This design comes from an exercise in tuning for small area, a short achievable clock period and few clock cycles per item on the open sky130 flow, not from production work.
RTL that was checked went through simulation tests only; none was proved equivalent to the original.

==> flow/design.v (excerpt) <==
module asconTop (
    input  logic                         clk,
    input  logic                         rst,
    input  logic                         start,
    input  logic                         hasAd,
    input  logic                         enc,
    input  logic [128-1:0]   key,
    input  logic [128-1:0]   nonce,
    input  logic [64-1:0]  adBlock,
    input  logic [4-1:0]   adLen,
    input  logic [64-1:0]  textBlock,
    input  logic [4-1:0]   textLen,
    output logic                         read,
    output logic [64-1:0]  outBlock,
    output logic                         outValid,
    output logic [128-1:0]   tag,
    output logic                         tagValid
);
    logic                         idle;
    logic [3:0]                   roundIdx;
    logic                         adMode;
    logic                         injAd;
    logic                         injText;
    logic                         injKey34;
    logic                         injDs;
    logic [320-1:0] stateReg;
    logic [320-1:0] permOut;
    logic [128-1:0]   keyReg;
    logic [64-1:0]  selBlock;
    logic [4-1:0]   selLen;
    logic [8-1:0] lenBytes;
    logic [64-1:0]  dPad;      
    logic [8-1:0] dBytes;    
    logic [8-1:0] padBytes;  
    logic                         dLast;     
    logic [64-1:0]  outReg;
    logic [64-1:0]  mask64;
    logic [64-1:0]  keep0;
    logic [64-1:0]  inj0;
    logic [128-1:0]   inj12;
    logic [128-1:0]   inj34;
    logic [320-1:0] nextState;
    logic [64-1:0]  y0;
    asconController u_controller (
        .clk     (clk),
        .rst     (rst),
        .start   (start),
        .hasAd   (hasAd),
        .dLast   (dLast),
        .idle    (idle),
        .roundIdx(roundIdx),
        .adMode  (adMode),
        .injAd   (injAd),
        .injText (injText),
        .injKey34(injKey34),
        .injDs   (injDs),
        .read    (read),
        .outValid(outValid),
        .tagValid(tagValid)
    );
    asconPermutation #(
        .roundsPerCycle(1)
    ) u_permutation (
        .stateIn (stateReg),
        .roundIdx(roundIdx),
        .stateOut(permOut)
    );
    assign selBlock = adMode ? adBlock : textBlock;
    assign selLen   = adMode ? adLen : textLen;
  ...
Settings: LEC_CHECK=0, CAP_MARGIN=20, CORE_MARGIN=2, CORE_UTILIZATION=40, SLEW_MARGIN=20; clock period 8.0 ns.
standard.sh (not shown) runs the stock make flow with config.mk's settings and CLKGATE_MAP_FILE= SYNTH_SCRIPT=/design/flow/synth_recipe.tcl, a recipe that flattens the netlist after the stock synthesis.
==> flow/flow/run.sh <==
#!/bin/bash
# Standard ORFS layout, with plain buf_1 cells as the port buffers instead of
# the delay cells buffer_ports picks by default, a clock tree with larger
# sink clusters and no dummy loads, and timing repair aiming below the period.
set -euo pipefail
export BUFFER_PORTS_ARGS="-buffer_cell sky130_fd_sc_hd__buf_1"
export CTS_ARGS="-sink_clustering_enable -repair_clock_nets -dont_use_dummy_load -sink_clustering_size 20 -sink_clustering_max_diameter 80"
export SETUP_SLACK_MARGIN=5.5
bash standard.sh > standard.log 2>&1
Change:
--- a/flow/flow/run.sh
+++ b/flow/flow/run.sh
@@ -4 +4 @@
-# sink clusters and no dummy loads, and timing repair aiming below the period.
+# sink clusters and no dummy loads..
@@ -8 +7,0 @@
-export SETUP_SLACK_MARGIN=5.5
- SETUP_SLACK_MARGIN: not set -> 5
What happened: Via count falls by about 5.3%. Die area does not change. Critical path depth grows by 6. Routed wire length went down by 6.8%. Core utilization goes down by 7.9 points. Final cell count is lower by about 4.4%.
No functional check of the RTL was part of any run of this note.

========
The RTL this note starts from:
==> flow/design.v <==
`timescale 1ns/1ps
module asconRound (
    input  logic [320-1:0] stateIn,
    input  logic [3:0]                   roundIdx,
    output logic [320-1:0] stateOut
);
    logic [64-1:0] x0, x1, x2, x3, x4;
    logic [64-1:0] t0, t1, t2, t3, t4;
    logic [64-1:0] y0, y1, y2, y3, y4;
    logic [7:0]                  rc;
    assign rc = {~roundIdx, roundIdx};
    always_comb begin
        x0 = stateIn[(320-1-64*(0)) -: 64];
        x1 = stateIn[(320-1-64*(1)) -: 64];
        x2 = stateIn[(320-1-64*(2)) -: 64];
        x3 = stateIn[(320-1-64*(3)) -: 64];
        x4 = stateIn[(320-1-64*(4)) -: 64];
        x2[7:0] = x2[7:0] ^ rc;
        x0 = x0 ^ x4;
        x4 = x4 ^ x3;
        x2 = x2 ^ x1;
        t0 = ~x0 & x1;
        t1 = ~x1 & x2;
        t2 = ~x2 & x3;
        t3 = ~x3 & x4;
        t4 = ~x4 & x0;
        x0 = x0 ^ t1;
        x1 = x1 ^ t2;
        x2 = x2 ^ t3;
        x3 = x3 ^ t4;
        x4 = x4 ^ t0;
        x1 = x1 ^ x0;
        x0 = x0 ^ x4;
        x3 = x3 ^ x2;
        x2 = ~x2;
        y0 = x0 ^ {x0[18:0], x0[63:19]} ^ {x0[27:0], x0[63:28]};
        y1 = x1 ^ {x1[60:0], x1[63:61]} ^ {x1[38:0], x1[63:39]};
        y2 = x2 ^ {x2[0:0],  x2[63:1]}  ^ {x2[5:0],  x2[63:6]};
        y3 = x3 ^ {x3[9:0],  x3[63:10]} ^ {x3[16:0], x3[63:17]};
        y4 = x4 ^ {x4[6:0],  x4[63:7]}  ^ {x4[40:0], x4[63:41]};
    end
    assign stateOut = {y0, y1, y2, y3, y4};
endmodule
`timescale 1ns/1ps
module asconPermutation #(
    parameter int roundsPerCycle = 1
) (
    input  logic [320-1:0] stateIn,
    input  logic [3:0]                   roundIdx,
    output logic [320-1:0] stateOut
);
    logic [320-1:0] chain [0:roundsPerCycle];
    assign chain[0] = stateIn;
    for (genvar g = 0; g < roundsPerCycle; g++) begin : g_round
        asconRound u_round (
            .stateIn (chain[g]),
            .roundIdx(roundIdx | 4'(g)),
            .stateOut(chain[g+1])
        );
    end
    assign stateOut = chain[roundsPerCycle];
endmodule
`timescale 1ns/1ps
module asconPadding (
    input  logic [64-1:0] block,
    input  logic [4-1:0]  len,
    output logic [64-1:0] padded,
    output logic [8-1:0] byteMask
);
    always_comb begin
        for (int b = 0; b < 8; b++) begin
            byteMask[8-1-b] = (b < len);
            if (b < len) begin
                padded[64-1-8*b -: 8] = block[64-1-8*b -: 8];
            end else if (b == len) begin
                padded[64-1-8*b -: 8] = 8'h80;
            end else begin
                padded[64-1-8*b -: 8] = 8'h00;
            end
        end
    end
endmodule
`timescale 1ns/1ps
module asconController (
    input  logic       clk,
    input  logic       rst,
    input  logic       start,
    input  logic       hasAd,
    input  logic       enc,
    input  logic       dLast,       
    output logic       idle,
    output logic [3:0] roundIdx,
    output logic       adMode,      
    output logic       injText,     
    output logic       injAny,      
    output logic       injDec,      
    output logic       injKey34,    
    output logic       injDs,       
    output logic       read,
    output logic       outValid,
    output logic       tagValid
);
    localparam int R = 1;
    localparam logic [3:0] lastIdx = 4'(12 - R);
    localparam logic [3:0] preIdx  = 4'(12 - 2 * R);
    localparam logic [3:0] shortRunStart = 12 - 6;
    localparam logic [2:0] phIdle  = 3'd0;
    localparam logic [2:0] phInit  = 3'd1;
    localparam logic [2:0] phAd    = 3'd2;
    localparam logic [2:0] phText  = 3'd3;
    localparam logic [2:0] phFinal = 3'd4;
    localparam logic [2:0] phTag   = 3'd5;
    logic [2:0] phase;
    logic       isLast;
    logic       isPre;
    logic       absorbing;
    assign idle      = (phase == phIdle);
    assign isLast    = (roundIdx == lastIdx);
    assign isPre     = (roundIdx == preIdx);
    assign absorbing = (phase == phInit) || (phase == phAd) || (phase == phText);
    always_ff @(posedge clk or posedge rst) begin
        if (rst) begin
            phase    <= phIdle;
            roundIdx <= 4'd0;
            adMode   <= 1'b0;
            injText  <= 1'b0;
            injAny   <= 1'b0;
            injDec   <= 1'b0;
            injKey34 <= 1'b0;
            injDs    <= 1'b0;
            read     <= 1'b0;
            outValid <= 1'b0;
            tagValid <= 1'b0;
        end else begin
            injText  <= absorbing && isPre && !adMode;
            injAny   <= absorbing && isPre;
            injDec   <= absorbing && isPre && !adMode && !enc;
            injDs    <= ((phase == phInit) || (phase == phAd)) && isPre && !adMode;
            injKey34 <= ((phase == phInit) || (phase == phFinal)) && isPre;
            read     <= (absorbing && isPre && adMode) || injText;
            outValid <= injText;
            tagValid <= (phase == phFinal) && isLast;
            roundIdx <= roundIdx + 4'(R);
            case (phase)
                phIdle: begin
                    roundIdx <= 4'd0;
                    if (start) begin
                        phase  <= phInit;
                        adMode <= hasAd;
                    end
                end
                phInit, phAd, phText: begin
                    if (isLast) begin
                        roundIdx <= shortRunStart;
                        if (adMode) begin
                            phase  <= phAd;
                            adMode <= !dLast;
                        end else if (dLast) begin
                            phase    <= phFinal;
                            roundIdx <= 4'd0;
                        end else begin
                            phase <= phText;
                        end
                    end
                end
                phFinal: begin
                    if (isLast) begin
                        phase <= phTag;
                    end
                end
                default: begin
                    phase <= phIdle;
                end
            endcase
        end
    end
endmodule
`timescale 1ns/1ps
module asconTop (
    input  logic                         clk,
    input  logic                         rst,
    input  logic                         start,
    input  logic                         hasAd,
    input  logic                         enc,
    input  logic [128-1:0]   key,
    input  logic [128-1:0]   nonce,
    input  logic [64-1:0]  adBlock,
    input  logic [4-1:0]   adLen,
    input  logic [64-1:0]  textBlock,
    input  logic [4-1:0]   textLen,
    output logic                         read,
    output logic [64-1:0]  outBlock,
    output logic                         outValid,
    output logic [128-1:0]   tag,
    output logic                         tagValid
);
    logic                         idle;
    logic [3:0]                   roundIdx;
    logic                         adMode;
    logic                         injText;
    logic                         injAny;
    logic                         injDec;
    logic                         injKey34;
    logic                         injDs;
    logic [320-1:0] stateReg;
    logic [320-1:0] permOut;
    logic [128-1:0]   keyReg;
    logic [64-1:0]  selBlock;
    logic [4-1:0]   selLen;
    logic [8-1:0] lenBytes;
    logic [8-1:0] dBytes;    
    logic [8-1:0] padBytes;  
    logic [8-1:0] injBytes;
    logic [8-1:0] injPads;
    logic [8-1:0] decBytes;
    logic                         dLast;     
    logic [64-1:0]  outReg;
    logic [64-1:0]  mask64;
    logic [64-1:0]  keep0;
    logic [64-1:0]  inj0;
    logic [128-1:0]   inj12;
    logic [128-1:0]   inj34;
    logic [320-1:0] nextState;
    logic [64-1:0]  y0;
    asconController u_controller (
        .clk     (clk),
        .rst     (rst),
        .start   (start),
        .hasAd   (hasAd),
        .enc     (enc),
        .dLast   (dLast),
        .idle    (idle),
        .roundIdx(roundIdx),
        .adMode  (adMode),
        .injText (injText),
        .injAny  (injAny),
        .injDec  (injDec),
        .injKey34(injKey34),
        .injDs   (injDs),
        .read    (read),
        .outValid(outValid),
        .tagValid(tagValid)
    );
    asconPermutation #(
        .roundsPerCycle(1)
    ) u_permutation (
        .stateIn (stateReg),
        .roundIdx(roundIdx),
        .stateOut(permOut)
    );
    assign selBlock = adMode ? adBlock : textBlock;
    assign selLen   = adMode ? adLen : textLen;
    always_comb begin
        for (int b = 0; b < 8; b++) begin
            lenBytes[8-1-b] = (b < selLen);
        end
    end
    always_ff @(posedge clk) begin
        dBytes <= lenBytes;
    end
    assign padBytes = {1'b1, dBytes[8-1:1]} & ~dBytes;
    assign dLast    = !dBytes[0];
    assign injBytes = dBytes & {8{injAny}};
    assign injPads  = padBytes & {8{injAny}};
    assign decBytes = dBytes & {8{injDec}};
    for (genvar b = 0; b < 8; b++) begin : g_pad
        assign inj0[8*b +: 8]   = (selBlock[8*b +: 8] & {8{injBytes[b]}}) | {injPads[b], 7'd0};
        assign mask64[8*b +: 8] = {8{injBytes[b]}};
        assign keep0[8*b +: 8]  = {8{!decBytes[b]}};
    end
    assign inj12 = (injText && dLast) ? keyReg : '0;
    assign inj34 = (injKey34 ? keyReg : '0) ^ {127'd0, injDs};
    assign y0 = permOut[(320-1-64*(0)) -: 64];
    always_comb begin
        nextState = permOut ^ {inj0, inj12, inj34};
        nextState[(320-1-64*(0)) -: 64] = (y0 & keep0) ^ inj0;
        if (idle) begin
            nextState = {64'h80400c0600000000, key, nonce};
        end
    end
    always_ff @(posedge clk) begin
        stateReg <= nextState;
        outReg   <= (y0 ^ inj0) & mask64;
        if (idle) begin
            keyReg <= key;
        end
    end
    assign outBlock = outReg;
    assign tag      = stateReg[128-1:0];
endmodule
export LEC_CHECK = 0
export CAP_MARGIN = 20
export CORE_MARGIN = 2
export CORE_UTILIZATION = 40
export SLEW_MARGIN = 45
create_clock -name core_clock -period 8.0 [get_ports {clk}]
==> flow/flow/run.sh <==
#!/bin/bash
# Standard ORFS layout, with plain buf_1 cells as the port buffers instead of
# the delay cells buffer_ports picks by default, a clock tree with larger
# sink clusters and no dummy loads, and timing repair aiming below the period.
set -euo pipefail
export BUFFER_PORTS_ARGS="-buffer_cell sky130_fd_sc_hd__buf_1"
export CTS_ARGS="-sink_clustering_enable -repair_clock_nets -dont_use_dummy_load -sink_clustering_size 20 -sink_clustering_max_diameter 80"
export SETUP_SLACK_MARGIN=5.2
bash standard.sh > standard.log 2>&1
The starting point finished clean.
Testbench counts at the start, summed over its fixed seeds: cycles 17,560, blocks 1,860.
Edit:
Settings changed: ABC_AREA set to 1, SLEW_MARGIN 45 to 40.
What happened: Non-clock buffer count climbs by 36; clock-buffer cell count climbs by 2; routed wire length climbs by about 34%; first-iteration DRC count climbs by about 60%; core utilization drops by 0.89 points.
Edit:
Settings changed: ABC_AREA 1 to not set, PLACE_DENSITY set to 0.75, SLEW_MARGIN 40 to 20.
What happened:
- sequential share of layout area increases by 4.3 points
- global-route usage drops by 5.1 points
- via count went down by a quarter to a third
- final cell count falls by a quarter to a third
- die area shrinks by about a fifth
- register-to-register slack degrades by 0.07 ns
Edit:
Settings changed: PLACE_DENSITY 0.75 to not set, SLEW_MARGIN 20 to 60.
The changed run finished with timing, DRC and antenna clean.
Non-clock buffer count grows by 49.
Worst setup slack is better by 0.11 ns.
Via count drops slightly.

## afterwards: timing with drivers on the ports
The flow's constraints put no driver on any port. The routed layouts listed below were extracted and timed again, unchanged, in two steps. Step 1 (the two cells are an assumption about what drives the block):
set clk [get_ports {clk}]
set_driving_cell -lib_cell sky130_fd_sc_hd__clkbuf_16 $clk
set_driving_cell -lib_cell sky130_fd_sc_hd__buf_2 [delete_from_list [all_inputs] $clk]
Step 2 moves the port delays by t, midway between the first and last clock arrival at a register: inputs arrive t later, outputs are due t later. That takes back most of the time a late clock gives input paths. Three values: no drivers, after step 1, after step 2; two values: the first two.
| run | shift t [ns] | setup slack, ns | worst setup path at the end |
|---|---|---|---|
| the first run of note 1 | 0.670 | 5.243 / 5.170 / 4.714 | input to register |
| the second run of note 1 | 0.664 | 4.929 / 4.916 / 4.929 | register to register |
| the first run of note 2 | 0.664 | 5.183 / 5.126 / 5.093 | input to register |
| the second run of note 2 | 0.720 | 5.165 / 5.132 / 4.927 | input to register |
| the third run of note 2 | 0.651 | 5.092 / 5.092 / 5.092 | register to register |
| the fourth run of note 2 | 0.662 | 5.198 / 5.126 / 5.089 | input to register |
After both steps every run listed still meets setup and hold. The setup slack of the first run of note 1, which loses most, moves by -0.073 ns with the drivers and by -0.529 ns with both steps.
